Source: an optimization exercise on an open RTL-to-GDS flow (aim: small area, a short achievable clock period and few clock cycles per item). Production flows keep margins and buffers that such runs may drop.
Where RTL was checked, it was by simulation tests only, not by an equivalence proof against the original.

## xenon
==> module matrix_mult_top, before the edit <==
module matrix_mult_top (
  input  wire                           ap_clk,
  input  wire                           areset,
  input  wire                           i_start,
  output logic                          o_idle,
  output logic                          o_done,
  input  wire                           i_a_valid,
  output logic                          o_a_ready,
  input  wire  [4*16-1:0] i_a_data,
  input  wire                           i_b_valid,
  output logic                          o_b_ready,
  input  wire  [4*16-1:0] i_b_data,
  output logic                          o_c_valid,
  input  wire                           i_c_ready,
  output logic [4*32-1:0]  o_c_data,
  output logic                          o_c_last
);
  logic       start_r;
  logic       busy;
  logic       job_open;
  logic       job_end;
  logic       idle_r;
  assign job_open = i_start & ~start_r & ~busy;
  assign job_end  = o_c_valid & i_c_ready & o_c_last;
  always_ff @(posedge ap_clk) begin
    if (areset) begin
      start_r <= 1'b0;
    end else begin
      start_r <= i_start;
    end
  end
  always_ff @(posedge ap_clk) begin
    if (areset) begin
      busy   <= 1'b0;
      idle_r <= 1'b1;
      o_done <= 1'b0;
    end else begin
      o_done <= job_end;
      if (job_end) begin
        busy   <= 1'b0;
        idle_r <= 1'b1;
      end else if (job_open) begin
        busy   <= 1'b1;
        idle_r <= 1'b0;
      end
    end
  end
  assign o_idle = idle_r;
  logic [1:0] ph;
  logic [1:0] kb;           
  logic       inbeat;       
  logic       intake_done;  
  logic       take0;
  logic       cap;
  logic       xfer;
  assign take0 = busy & ~intake_done & ~inbeat & (ph == 2'd0) & i_a_valid & i_b_valid;
  assign cap   = take0 | inbeat;
  always_ff @(posedge ap_clk) begin
    if (areset) begin
      xfer <= 1'b0;
    end else begin
      xfer <= inbeat & (ph == 2'd2) & ~job_open;
    end
  end
  assign o_a_ready = xfer;
  assign o_b_ready = xfer;
  always_ff @(posedge ap_clk) begin
    if (areset) begin
      ph          <= 2'd0;
      kb          <= 2'd0;
      inbeat      <= 1'b0;
      intake_done <= 1'b0;
    end else if (job_open) begin
      ph          <= 2'd0;
      kb          <= 2'd0;
      inbeat      <= 1'b0;
      intake_done <= 1'b0;
    end else begin
      ph <= ph + 2'd1;
      if (take0) begin
        inbeat <= 1'b1;
      end else if (xfer) begin
        inbeat <= 1'b0;
        kb     <= kb + 2'd1;
        if (kb == 2'd3) begin
          intake_done <= 1'b1;
        end
      end
    end
  end
  logic [15:0] a_sel;
  logic [16:0] a_ext;
  logic [23:0] enc_d;
  logic [23:0] enc0;
  logic [63:0] b0;
  logic        first0;
  logic        last0;
  assign a_sel = cap ? i_a_data[ph*16 +: 16] : 16'd0;
  assign a_ext = {a_sel, 1'b0};
  always_comb begin
    for (int d = 0; d < 8; d++) begin
      enc_d[3*d]   = a_ext[2*d] ^ a_ext[2*d+1];
      enc_d[3*d+1] = (a_ext[2*d +: 3] == 3'b011) | (a_ext[2*d +: 3] == 3'b100);
      enc_d[3*d+2] = a_ext[2*d+2];
    end
  end
  always_ff @(posedge ap_clk) begin
    enc0 <= enc_d;
    b0   <= i_b_data;
  end
  always_ff @(posedge ap_clk) begin
    if (areset) begin
      first0 <= 1'b0;
      last0  <= 1'b0;
    end else begin
      first0 <= cap & (kb == 2'd0);
      last0  <= cap & (kb == 2'd3);
    end
  end
  logic [31:0] s1 [4];
  logic [31:0] c1 [4];
  logic        last1;
  for (genvar j = 0; j < 4; j++) begin : g_mul
    logic [31:0] s_w;
    logic [31:0] c_w;
    mm_booth_cs mul (
      .enc (enc0),
      .b   (b0[16*j +: 16]),
      .s   (s_w),
      .c   (c_w)
    );
    always_ff @(posedge ap_clk) begin
      s1[j] <= s_w;
      c1[j] <= c_w;
    end
  end
  always_ff @(posedge ap_clk) begin
    if (areset) begin
      last1 <= 1'b0;
    end else begin
      last1 <= last0;
    end
  end
  logic [127:0] sum;
  for (genvar j = 0; j < 4; j++) begin : g_acc
    logic [31:0] acc [4];
    logic [31:0] x;
    logic [31:0] y;
    assign x = acc[3] ^ s1[j] ^ c1[j];
    assign y = (acc[3] & s1[j]) | (acc[3] & c1[j]) | (s1[j] & c1[j]);
    assign sum[32*j +: 32] = x + {y[30:0], 1'b0};
    always_ff @(posedge ap_clk) begin
      acc[0] <= sum[32*j +: 32];
      acc[1] <= acc[0];
      acc[2] <= acc[1];
      acc[3] <= acc[2] & {32{~first0}};
    end
  end
  logic [1:0]   row2;
  logic [1:0]   orow;
  logic         post;
  logic         all_loaded;
  logic         load;
  logic [127:0] out_data;
  assign row2 = ph - 2'd2;
  assign load = busy & ~all_loaded & (row2 == orow) & (last1 | post)
              & (~o_c_valid | i_c_ready);
  always_ff @(posedge ap_clk) begin
    if (areset) begin
      o_c_valid  <= 1'b0;
      o_c_last   <= 1'b0;
      orow       <= 2'd0;
      post       <= 1'b0;
      all_loaded <= 1'b0;
    end else if (job_open) begin
      o_c_valid  <= 1'b0;
      o_c_last   <= 1'b0;
      orow       <= 2'd0;
      post       <= 1'b0;
      all_loaded <= 1'b0;
    end else begin
      if (last1 & (row2 == 2'd3)) begin
        post <= 1'b1;
      end
      if (load) begin
        o_c_valid <= 1'b1;
        o_c_last  <= (orow == 2'd3);
        orow      <= orow + 2'd1;
        if (orow == 2'd3) begin
          all_loaded <= 1'b1;
        end
      end else if (i_c_ready) begin
        o_c_valid <= 1'b0;
      end
    end
  end
  always_ff @(posedge ap_clk) begin
    if (load) begin
      out_data <= sum;
    end
  end
  assign o_c_data = out_data;
endmodule
export LEC_CHECK = 0
export CAP_MARGIN = 20
export CORE_MARGIN = 2
export CORE_UTILIZATION = 40
export SETUP_SLACK_MARGIN = 5
export SLEW_MARGIN = 20
create_clock -name core_clock -period 8.5 [get_ports {ap_clk}]
run.sh (not shown) runs the stock make flow with config.mk's settings and CLKGATE_MAP_FILE= SYNTH_SCRIPT=/design/flow/synth_recipe.tcl, a recipe that flattens the netlist after the stock synthesis.
Modified inputs, tundra compared to xenon
==> flow/design.v, changed modules only <==
module matrix_mult_top (
  input  wire                           ap_clk,
  input  wire                           areset,
  input  wire                           i_start,
  output logic                          o_idle,
  output logic                          o_done,
  input  wire                           i_a_valid,
  output logic                          o_a_ready,
  input  wire  [4*16-1:0] i_a_data,
  input  wire                           i_b_valid,
  output logic                          o_b_ready,
  input  wire  [4*16-1:0] i_b_data,
  output logic                          o_c_valid,
  input  wire                           i_c_ready,
  output logic [4*32-1:0]  o_c_data,
  output logic                          o_c_last
);
  logic       start_r;
  logic       busy;
  logic       job_open;
  logic       job_end;
  logic       idle_r;
  assign job_open = i_start & ~start_r & ~busy;
  assign job_end  = o_c_valid & i_c_ready & o_c_last;
  always_ff @(posedge ap_clk) begin
    if (areset) begin
      start_r <= 1'b0;
    end else begin
      start_r <= i_start;
    end
  end
  always_ff @(posedge ap_clk) begin
    if (areset) begin
      busy   <= 1'b0;
      idle_r <= 1'b1;
      o_done <= 1'b0;
    end else begin
      o_done <= job_end;
      if (job_end) begin
        busy   <= 1'b0;
        idle_r <= 1'b1;
      end else if (job_open) begin
        busy   <= 1'b1;
        idle_r <= 1'b0;
      end
    end
  end
  assign o_idle = idle_r;
  logic [1:0]  ph;
  logic [1:0]  kb;           
  logic        inbeat;       
  logic        intake_done;  
  logic        spec;         
  logic        spec_ok;
  logic        take0;
  logic        cap;
  logic        xfer;
  logic [15:0] a_raw;
  logic [63:0] b0;
  assign spec_ok = i_a_valid & i_b_valid & (i_a_data[15:0] == a_raw) & (i_b_data == b0);
  assign take0 = busy & ~intake_done & ~inbeat & (ph == 2'd0) & i_a_valid & i_b_valid;
  assign cap   = ~busy | take0 | inbeat;
  always_ff @(posedge ap_clk) begin
    if (areset) begin
      xfer <= 1'b0;
    end else begin
      xfer <= inbeat & (ph == 2'd2) & ~job_open;
    end
  end
  assign o_a_ready = xfer;
  assign o_b_ready = xfer;
  always_ff @(posedge ap_clk) begin
    if (areset) begin
      ph          <= 2'd0;
      kb          <= 2'd0;
      inbeat      <= 1'b0;
      intake_done <= 1'b0;
      spec        <= 1'b0;
    end else if (job_open) begin
      ph          <= 2'd1;
      kb          <= 2'd0;
      inbeat      <= 1'b1;
      intake_done <= 1'b0;
      spec        <= 1'b1;
    end else begin
      spec <= 1'b0;
      ph   <= (busy & ~job_end) ? ph + 2'd1 : 2'd0;
      if (spec & ~spec_ok) begin
        inbeat <= 1'b0;
      end else if (take0) begin
        inbeat <= 1'b1;
      end else if (xfer) begin
        inbeat <= 1'b0;
        kb     <= kb + 2'd1;
        if (kb == 2'd3) begin
          intake_done <= 1'b1;
        end
      end
    end
  end
  logic [15:0] a_sel;
  logic [16:0] a_ext;
  logic [23:0] enc_d;
  logic [23:0] enc0;
  logic        first0;
  logic        last0;
  assign a_sel = cap ? i_a_data[ph*16 +: 16] : 16'd0;
  assign a_ext = {a_sel, 1'b0};
  always_comb begin
    for (int d = 0; d < 8; d++) begin
      enc_d[3*d]   = a_ext[2*d] ^ a_ext[2*d+1];
      enc_d[3*d+1] = (a_ext[2*d +: 3] == 3'b011) | (a_ext[2*d +: 3] == 3'b100);
      enc_d[3*d+2] = a_ext[2*d+2];
    end
  end
  always_ff @(posedge ap_clk) begin
    enc0  <= enc_d;
    b0    <= i_b_data;
    a_raw <= i_a_data[15:0];
  end
  always_ff @(posedge ap_clk) begin
    if (areset) begin
      first0 <= 1'b0;
      last0  <= 1'b0;
    end else begin
      first0 <= cap & (kb == 2'd0);
      last0  <= cap & (kb == 2'd3);
    end
  end
  logic [31:0] s1 [4];
  logic [31:0] c1 [4];
  logic        last1;
  for (genvar j = 0; j < 4; j++) begin : g_mul
    logic [31:0] s_w;
    logic [31:0] c_w;
    mm_booth_cs mul (
      .enc (enc0),
      .b   (b0[16*j +: 16]),
      .s   (s_w),
      .c   (c_w)
    );
    always_ff @(posedge ap_clk) begin
      s1[j] <= s_w;
      c1[j] <= c_w;
    end
  end
  always_ff @(posedge ap_clk) begin
    if (areset) begin
      last1 <= 1'b0;
    end else begin
      last1 <= last0;
    end
  end
  logic [127:0] sum;
  for (genvar j = 0; j < 4; j++) begin : g_acc
    logic [31:0] acc [4];
    logic [31:0] x;
    logic [31:0] y;
    assign x = acc[3] ^ s1[j] ^ c1[j];
    assign y = (acc[3] & s1[j]) | (acc[3] & c1[j]) | (s1[j] & c1[j]);
    assign sum[32*j +: 32] = x + {y[30:0], 1'b0};
    always_ff @(posedge ap_clk) begin
      acc[0] <= sum[32*j +: 32];
      acc[1] <= acc[0];
      acc[2] <= acc[1];
      acc[3] <= acc[2] & {32{~first0}};
    end
  end
  logic [1:0]   row2;
  logic [1:0]   orow;
  logic         post;
  logic         all_loaded;
  logic         load;
  logic [127:0] out_data;
  assign row2 = ph - 2'd2;
  assign load = busy & ~all_loaded & (row2 == orow) & (last1 | post)
              & (~o_c_valid | i_c_ready);
  always_ff @(posedge ap_clk) begin
    if (areset) begin
      o_c_valid  <= 1'b0;
      o_c_last   <= 1'b0;
      orow       <= 2'd0;
      post       <= 1'b0;
      all_loaded <= 1'b0;
    end else if (job_open) begin
      o_c_valid  <= 1'b0;
      o_c_last   <= 1'b0;
      orow       <= 2'd0;
      post       <= 1'b0;
      all_loaded <= 1'b0;
    end else begin
      if (last1 & (row2 == 2'd3)) begin
        post <= 1'b1;
      end
      if (load) begin
        o_c_valid <= 1'b1;
        o_c_last  <= (orow == 2'd3);
        orow      <= orow + 2'd1;
        if (orow == 2'd3) begin
          all_loaded <= 1'b1;
        end
      end else if (i_c_ready) begin
        o_c_valid <= 1'b0;
      end
    end
  end
  always_ff @(posedge ap_clk) begin
    if (load) begin
      out_data <= sum;
    end
  end
  assign o_c_data = out_data;
endmodule
Notes after the runs:
Status | xenon and tundra | clean
In the flow results for xenon and tundra, the synthesized cell count is smaller on xenon.
Compared with xenon, tundra degrades time the final worst path needs with I/O delays and setup.
Compared tundra vs xenon, and fraction of synthesized area in multiplexers is down in tundra.
Delta (tundra minus xenon): post-layout utilization of the core climbed 0.64 points, number of synthesized register bits saw an increase.
xenon ended up with reg2reg as its worst setup path category; tundra ended up with in2reg.
[tundra vs xenon] maximum frequency: lower in tundra
Testbench counts of tundra, summed over its fixed seeds: cycles 7,296, jobs 384.
For xenon, only the layout was checked, not whether the RTL still works.

-- re-timing with driven ports --
How much do the figures lean on ideal ports? The routed layouts below were timed once more, with nothing changed but the port constraints.
Step 1 sets driving cells, clkbuf_16 on the clock port and buf_2 on the other inputs (assumed; they add their load-dependent delay and slew).
Step 2 moves the port delays by t, midway between the first and last clock arrival at a register: inputs arrive t later, outputs are due t later. That takes back most of the time a late clock gives input paths.
a / b / c = ideal ports / drivers / drivers and shift; a / b = the first two.
run | t, ns | slack for setup (ns) | hold WS [ns] | pins driven straight from the clock port
xenon | 0.772 | 5.003 / 4.984 / 4.455 | 0.298 / 0.298 / 0.298 | 1
tundra | 0.786 | 4.699 / 4.717 / 3.931 | 0.312 / 0.312 / 0.312 | 1
After both steps setup and hold are still met in every run listed. The setup slack of tundra, which loses most, moves by +0.018 ns with the drivers and by -0.768 ns with both steps.
